Background: an optimization exercise with open tools, aiming at small area. Do not read the settings as production practice. Only simulation tests tie the RTL to the original design; equivalence was not proved. Power figures rest on the tool's default switching activity, not on a simulated workload.

// rv_lite_core
module rv_lite_core
#(
  parameter int    NREGS    = 16,
  parameter logic [31:0] RESET_PC = '0
) (
  input  logic       clk,
  input  logic       xreset,
  output logic       o_imem_valid,
  output logic [31:0] o_imem_addr,
  input  logic       i_imem_ready,
  input  logic [31:0] i_imem_rdata,
  output logic       o_dmem_valid,
  output logic       o_dmem_we,
  output logic [31:0] o_dmem_addr,
  output logic [31:0] o_dmem_wdata,
  output logic [3:0] o_dmem_strb,
  input  logic       i_dmem_ready,
  input  logic [31:0] i_dmem_rdata
);
clock: 10.0 ns
lec_check: 0
cap_margin: 20
core_margin: 2
core_utilization: 60
cts_buf_list: sky130_fd_sc_hd__clkbuf_4
cts_cluster_diameter: 100
cts_cluster_size: 20
place_density: 0.75
setup_slack_margin: 0.5
slew_margin: 20
standard.sh (not shown) runs the stock make flow with config.mk's settings and CLKGATE_MAP_FILE= SYNTH_SCRIPT=/design/flow/synth_recipe.tcl, a recipe that flattens the netlist after the stock synthesis.
==> flow/flow/run.sh <==
#!/bin/bash
# The standard layout, with smaller port buffers and a clock tree of small buffers
set -euo pipefail
export BUFFER_PORTS_ARGS="-buffer_cell sky130_fd_sc_hd__buf_1"
export CTS_ARGS="-sink_clustering_enable -repair_clock_nets -dont_use_dummy_load -buf_list sky130_fd_sc_hd__clkbuf_4 -sink_clustering_size 10 -sink_clustering_max_diameter 40"
bash standard.sh > standard.log 2>&1
Rerun with:
==> flow/flow/run.sh (replaced) <==
#!/bin/bash
# The standard layout, with smaller port buffers and a clock tree of small buffers
set -euo pipefail
export BUFFER_PORTS_ARGS="-buffer_cell sky130_fd_sc_hd__buf_1"
export CTS_ARGS="-sink_clustering_enable -repair_clock_nets -dont_use_dummy_load -buf_list sky130_fd_sc_hd__clkbuf_8 -sink_clustering_size 20 -sink_clustering_max_diameter 60"
bash standard.sh > standard.log 2>&1
- CORE_UTILIZATION: 60 -> 75
- CTS_BUF_LIST: sky130_fd_sc_hd__clkbuf_4 -> not set
- CTS_CLUSTER_DIAMETER: 100 -> not set
- CTS_CLUSTER_SIZE: 20 -> not set
- PLACE_DENSITY: 0.75 -> 0.85
Combinational power came out higher by about 3%.
Final area went down by about 0.7%.
Sequential share of layout area rose by 0.51 points.
First-iteration DRC count goes up by about 30%.
Utilization increases by 15 points.

========
== harbor ==
Another version of the RTL of rv_lite_core (not shown whole).
Size in the first run: roughly 1300 cells after synthesis, about 170 I/O pins.
clock: 10.0 ns
lec_check: 0
abc_area: 1
cap_margin: 20
core_margin: 2
core_utilization: 70
place_density: 0.8
setup_slack_margin: 0.5
slew_margin: 20
==> flow/flow/run.sh <==
#!/bin/bash
# The standard layout, with smaller port buffers and a clock tree of small buffers
set -euo pipefail
export BUFFER_PORTS_ARGS="-buffer_cell sky130_fd_sc_hd__buf_1"
export CTS_ARGS="-sink_clustering_enable -repair_clock_nets -dont_use_dummy_load -buf_list sky130_fd_sc_hd__clkbuf_16 -sink_clustering_size 30 -sink_clustering_max_diameter 60"
bash standard.sh > standard.log 2>&1
harbor ran to completion and came out clean on the timing, design-rule and antenna checks.
Input-level comparison between pepper and harbor:
Settings: swapping 70 for 65 in CORE_UTILIZATION; swapping 0.8 for 0.75 in PLACE_DENSITY.
==> flow/flow/run.sh <==
#!/bin/bash
# The standard layout, with smaller port buffers and a clock tree of small buffers
set -euo pipefail
export BUFFER_PORTS_ARGS="-buffer_cell sky130_fd_sc_hd__buf_1"
export CTS_ARGS="-sink_clustering_enable -repair_clock_nets -dont_use_dummy_load -buf_list sky130_fd_sc_hd__clkbuf_4 -sink_clustering_size 9 -sink_clustering_max_diameter 35"
bash standard.sh > standard.log 2>&1
==> notes.md <==
- The critical path capture point comes out o_dmem_strb[2] in one run and o_dmem_strb[0] in the other, namely in pepper and harbor respectively.
- The count of non-CTS buffers in the layout was comparable across pepper and harbor.
- [compare] base=harbor new=pepper: fraction of met2 tracks used by global routing now sits lower; first-pass GRT wire length down 13%.
- pepper: flow completed, timing, DRC and antenna clean
- In the reports for pepper and harbor, the smaller total power belongs to pepper.
- The standard cells in pepper occupy less silicon area than those in harbor do.
- Run comparison: harbor start point of the critical path st[0]; pepper start point of the critical path st[2]
- pepper does better than harbor on wire length reported by the detailed router.

==> afterwards: timing with drivers on the ports <==
The flow's constraints put no driver on any port. The routed layouts listed below were extracted and timed again, unchanged, in two steps. Step 1, drivers: a clkbuf_16 drives clk and a buf_2 each remaining input, both assumed. Step 2 moves the port delays by t, midway between the first and last clock arrival at a register: inputs arrive t later, outputs are due t later. That takes back most of the time a late clock gives input paths. Three values: no drivers, after step 1, after step 2; two values: the first two.
| run | t, ns | slack for setup (ns) | latest minus earliest clock arrival (ns) | pins driven straight from the clock port |
|---|---|---|---|---|
| the first run of note 1 | 0.681 | 5.666 / 5.621 / 5.811 | 0.107 / 0.107 | 1 |
| the second run of note 1 | 0.568 | 5.745 / 5.745 / 5.534 | 0.110 / 0.111 | 1 |
| harbor | 0.606 | 5.784 / 5.733 / 5.951 | 0.074 / 0.074 | 1 |
| pepper | 0.689 | 5.786 / 5.744 / 5.933 | 0.118 / 0.118 | 1 |
After both steps every run listed still meets setup and hold. The setup slack of the second run of note 1, which loses most, moves by 0.000 ns with the drivers and by -0.211 ns with both steps.
